From an optimization exercise on the open Yosys and OpenROAD flow, aimed at small area; shortcuts taken in it are not production practice.
The RTL was checked by simulation tests, not by an equivalence proof against the original design.
Power and IR drop assume default switching activity.

==> module id_aoi3, before the edit <==
module id_aoi3 (
	input  logic [2:0] s_i,
	input  logic [2:0] d_i,
	output logic       y_o
);
	assign y_o = ~|(s_i & d_i);
endmodule
==> module id_or3, before the edit <==
module id_or3 (
	input  logic [2:0] a_i,
	output logic       y_o
);
	assign y_o = |a_i;
endmodule
==> module id_o31ai, before the edit <==
module id_o31ai (
	input  logic [2:0] a_i,
	input  logic       b_i,
	output logic       y_o
);
	assign y_o = ~(|a_i & b_i);
endmodule
==> module id_rd_bit, before the edit <==
module id_rd_bit (
	input  logic [30:0] s_i,
	input  logic [30:0] d_i,
	input  logic        rf_en_i,
	input  logic [2:0]  fs_i,
	input  logic [2:0]  fd_i,
	output logic        y_o
);
	logic [10:0] lo;
	logic [2:0]  hi;
	logic        rf_n, fw_n;
	for (genvar k = 0; k < 10; k++) begin : g_a
		id_aoi3 u_aoi (.s_i(s_i[3*k +: 3]), .d_i(d_i[3*k +: 3]), .y_o(lo[k]));
	end
	id_nand2 u_n2 (.a_i(s_i[30]), .b_i(d_i[30]), .y_o(lo[10]));
	id_nand4 u_n4a (.a_i(lo[3:0]), .y_o(hi[0]));
	id_nand4 u_n4b (.a_i(lo[7:4]), .y_o(hi[1]));
	id_nand3 u_n3  (.a_i(lo[10:8]), .y_o(hi[2]));
	id_o31ai u_rf (.a_i(hi), .b_i(rf_en_i), .y_o(rf_n));
	id_aoi3  u_fw (.s_i(fs_i), .d_i(fd_i), .y_o(fw_n));
	id_nand2 u_y  (.a_i(rf_n), .b_i(fw_n), .y_o(y_o));
endmodule
Settings: LEC_CHECK=0, CAP_MARGIN=10, CORE_MARGIN=2, CORE_UTILIZATION=35, PLACE_DENSITY=0.45, SLEW_MARGIN=10, SYNTH_HIERARCHICAL=1; clock period 15.0 ns.
standard.sh (not shown) runs the stock make flow with config.mk's settings and CLKGATE_MAP_FILE= SYNTH_SCRIPT=/design/flow/synth_recipe.tcl, a recipe that flattens the netlist after the stock synthesis.
==> flow/flow/run.sh <==
#!/bin/bash
set -euo pipefail
HERE=$(pwd)
bash standard.sh \
  "PRE_FLOORPLAN_TCL=$HERE/flow/downsize.tcl" \
  "FASTROUTE_TCL=$HERE/flow/fastroute.tcl" \
  "BUFFER_PORTS_ARGS=-buffer_cell sky130_fd_sc_hd__buf_1" \
  "CTS_ARGS=-sink_clustering_enable -repair_clock_nets -dont_use_dummy_load -sink_clustering_size 24 -sink_clustering_max_diameter 100" \
  finish > standard.log 2>&1
==> flow/flow/downsize.tcl <==
# Area recovery before floorplan repair: every combinational cell that
# synthesis sized above the smallest drive strength of the same function
# is set back to that smallest variant; the flow's timing and design
# repairs then size up only what needs it. Registers are left as they are.
set db [ord::get_db]
set block [ord::get_db_block]
set n 0
set saved 0.0
foreach inst [$block getInsts] {
  set m [$inst getMaster]
  set name [$m getName]
  if {![regexp {^(sky130_fd_sc_hd__[a-z0-9]+)_([0-9]+)$} $name -> base drive]} { continue }
  if {[$m isSequential]} { continue }
  if {[regexp {__(df|edf|sdf|dl|sed|clk|conb|tap|fill|decap|diode|buf|dly|probe|lpflow)} $name]} { continue }
  set area [expr {[$m getWidth] * [$m getHeight]}]
  set best ""
  foreach d {0 1 2 4} {
    if {$d == $drive} { continue }
    set c [$db findMaster ${base}_$d]
    if {$c eq "NULL" || $c eq ""} { continue }
    set ca [expr {[$c getWidth] * [$c getHeight]}]
    if {$ca < $area} { set area $ca; set best $c }
  }
  if {$best ne ""} {
    set saved [expr {$saved + [$m getWidth] * [$m getHeight] - $area}]
    replace_cell [$inst getName] [$best getName]
    incr n
  }
}
puts "downsize: $n cells set to their smallest drive strength, [expr {$saved / 1e6}] um2 less"
==> flow/flow/fastroute.tcl <==
# Global routing layers as the platform sets them, with less of met1
# handed to global routing so that detailed routing keeps met1 free
# for pin access.
set_global_routing_layer_adjustment $::env(MIN_ROUTING_LAYER)-$::env(MAX_ROUTING_LAYER) 0.2
set_global_routing_layer_adjustment met1 0.7

set_routing_layers -clock $::env(MIN_CLK_ROUTING_LAYER)-$::env(MAX_ROUTING_LAYER)
set_routing_layers -signal $::env(MIN_ROUTING_LAYER)-$::env(MAX_ROUTING_LAYER)
Then changed:
--- a/flow/design.v
+++ b/flow/design.v
@@ -121,15 +121,15 @@
 		if (fmt_i_i) imm_o = {{52{inst[31]}}, inst[31:20]};
 		if (fmt_s_i) imm_o = {{52{inst[31]}}, inst[31:25], inst[11:7]};
 		if (fmt_b_i) imm_o = {{51{inst[31]}}, inst[31], inst[7], inst[30:25], inst[11:8], 1'b0};
 	end
 endmodule
 `timescale 1ns/10ps
-module id_aoi3 (
-	input  logic [2:0] s_i,
-	input  logic [2:0] d_i,
+module id_aoi2 (
+	input  logic [1:0] s_i,
+	input  logic [1:0] d_i,
 	output logic       y_o
 );
 	assign y_o = ~|(s_i & d_i);
 endmodule
 module id_nand2 (
 	input  logic a_i,
@@ -141,26 +141,20 @@
 module id_nand4 (
 	input  logic [3:0] a_i,
 	output logic       y_o
 );
 	assign y_o = ~&a_i;
 endmodule
-module id_or3 (
-	input  logic [2:0] a_i,
-	output logic       y_o
-);
-	assign y_o = |a_i;
-endmodule
 module id_nand3 (
 	input  logic [2:0] a_i,
 	output logic       y_o
 );
 	assign y_o = ~&a_i;
 endmodule
-module id_o31ai (
-	input  logic [2:0] a_i,
+module id_o41ai (
+	input  logic [3:0] a_i,
 	input  logic       b_i,
 	output logic       y_o
 );
 	assign y_o = ~(|a_i & b_i);
 endmodule
 module id_rd_bit (
@@ -168,25 +162,26 @@
 	input  logic [30:0] d_i,
 	input  logic        rf_en_i,
 	input  logic [2:0]  fs_i,
 	input  logic [2:0]  fd_i,
 	output logic        y_o
 );
-	logic [10:0] lo;
-	logic [2:0]  hi;
-	logic        rf_n, fw_n;
-	for (genvar k = 0; k < 10; k++) begin : g_a
-		id_aoi3 u_aoi (.s_i(s_i[3*k +: 3]), .d_i(d_i[3*k +: 3]), .y_o(lo[k]));
+	logic [15:0] lo;
+	logic [3:0]  hi;
+	logic        rf_n, fa_n, fb_n;
+	for (genvar k = 0; k < 15; k++) begin : g_a
+		id_aoi2 u_aoi (.s_i(s_i[2*k +: 2]), .d_i(d_i[2*k +: 2]), .y_o(lo[k]));
+	end
+	id_nand2 u_n2 (.a_i(s_i[30]), .b_i(d_i[30]), .y_o(lo[15]));
+	for (genvar k = 0; k < 4; k++) begin : g_n
+		id_nand4 u_n4 (.a_i(lo[4*k +: 4]), .y_o(hi[k]));
 	end
-	id_nand2 u_n2 (.a_i(s_i[30]), .b_i(d_i[30]), .y_o(lo[10]));
-	id_nand4 u_n4a (.a_i(lo[3:0]), .y_o(hi[0]));
-	id_nand4 u_n4b (.a_i(lo[7:4]), .y_o(hi[1]));
-	id_nand3 u_n3  (.a_i(lo[10:8]), .y_o(hi[2]));
-	id_o31ai u_rf (.a_i(hi), .b_i(rf_en_i), .y_o(rf_n));
-	id_aoi3  u_fw (.s_i(fs_i), .d_i(fd_i), .y_o(fw_n));
-	id_nand2 u_y  (.a_i(rf_n), .b_i(fw_n), .y_o(y_o));
+	id_o41ai u_rf (.a_i(hi), .b_i(rf_en_i), .y_o(rf_n));
+	id_aoi2  u_fa (.s_i(fs_i[1:0]), .d_i(fd_i[1:0]), .y_o(fa_n));
+	id_nand2 u_fb (.a_i(fs_i[2]), .b_i(fd_i[2]), .y_o(fb_n));
+	id_nand3 u_y  (.a_i({rf_n, fa_n, fb_n}), .y_o(y_o));
 endmodule
 module id_regfile (
 	input  logic        clk,
 	input  logic        rst_i,
 	input  logic [31:1] rd1_sel_i,
 	input  logic [31:1] rd2_sel_i,
What happened:
- The changed run produced a clean layout
- cell count is higher by 10%
- sequential share of layout area is lower by 1.9 points
- synthesized cell count increases by 15%
- worst setup slack got worse by 560 ps
- total power rose by 0.39%
- worst hold slack is about the same
- cell area is higher by about 3.2%
- non-clock buffer count goes up by 57
- routed wire length goes up by about 8%
- die area rises by about 3%
- combinational power is about the same
- clock skew drops by 22 ps
- core utilization barely changes
- first-iteration DRC count decreases by 38%

## afterwards: timing with drivers on the ports
No port has a modelled driver above. Below, the same layouts with a new extraction and two added sets of constraints. Step 1 assumes that a clkbuf_16 drives the clock port and a buf_2 every other input. Step 2 also shifts input and output timing later by t, the mid clock arrival at the registers, as if the neighbouring blocks saw the same clock. Three values: ideal ports, drivers, drivers and shift; two values: the first two.
| run | t (ns) | setup WS [ns] | hold WS [ns] | slew at the worst register clock pin (ns) | cell pins on the clock port's net |
|---|---|---|---|---|---|
| the first run | 0.883 | 0.688 / 0.655 / 0.655 | 0.482 / 0.482 / 0.482 | 0.10 / 0.10 | 1 |
| the second run | 0.905 | 0.127 / 0.032 / 0.032 | 0.484 / 0.484 / 0.484 | 0.11 / 0.11 | 1 |
After both steps setup and hold are still met in every run listed. The setup slack of the second run, which loses most, moves by -0.095 ns with the drivers and by -0.095 ns with both steps.
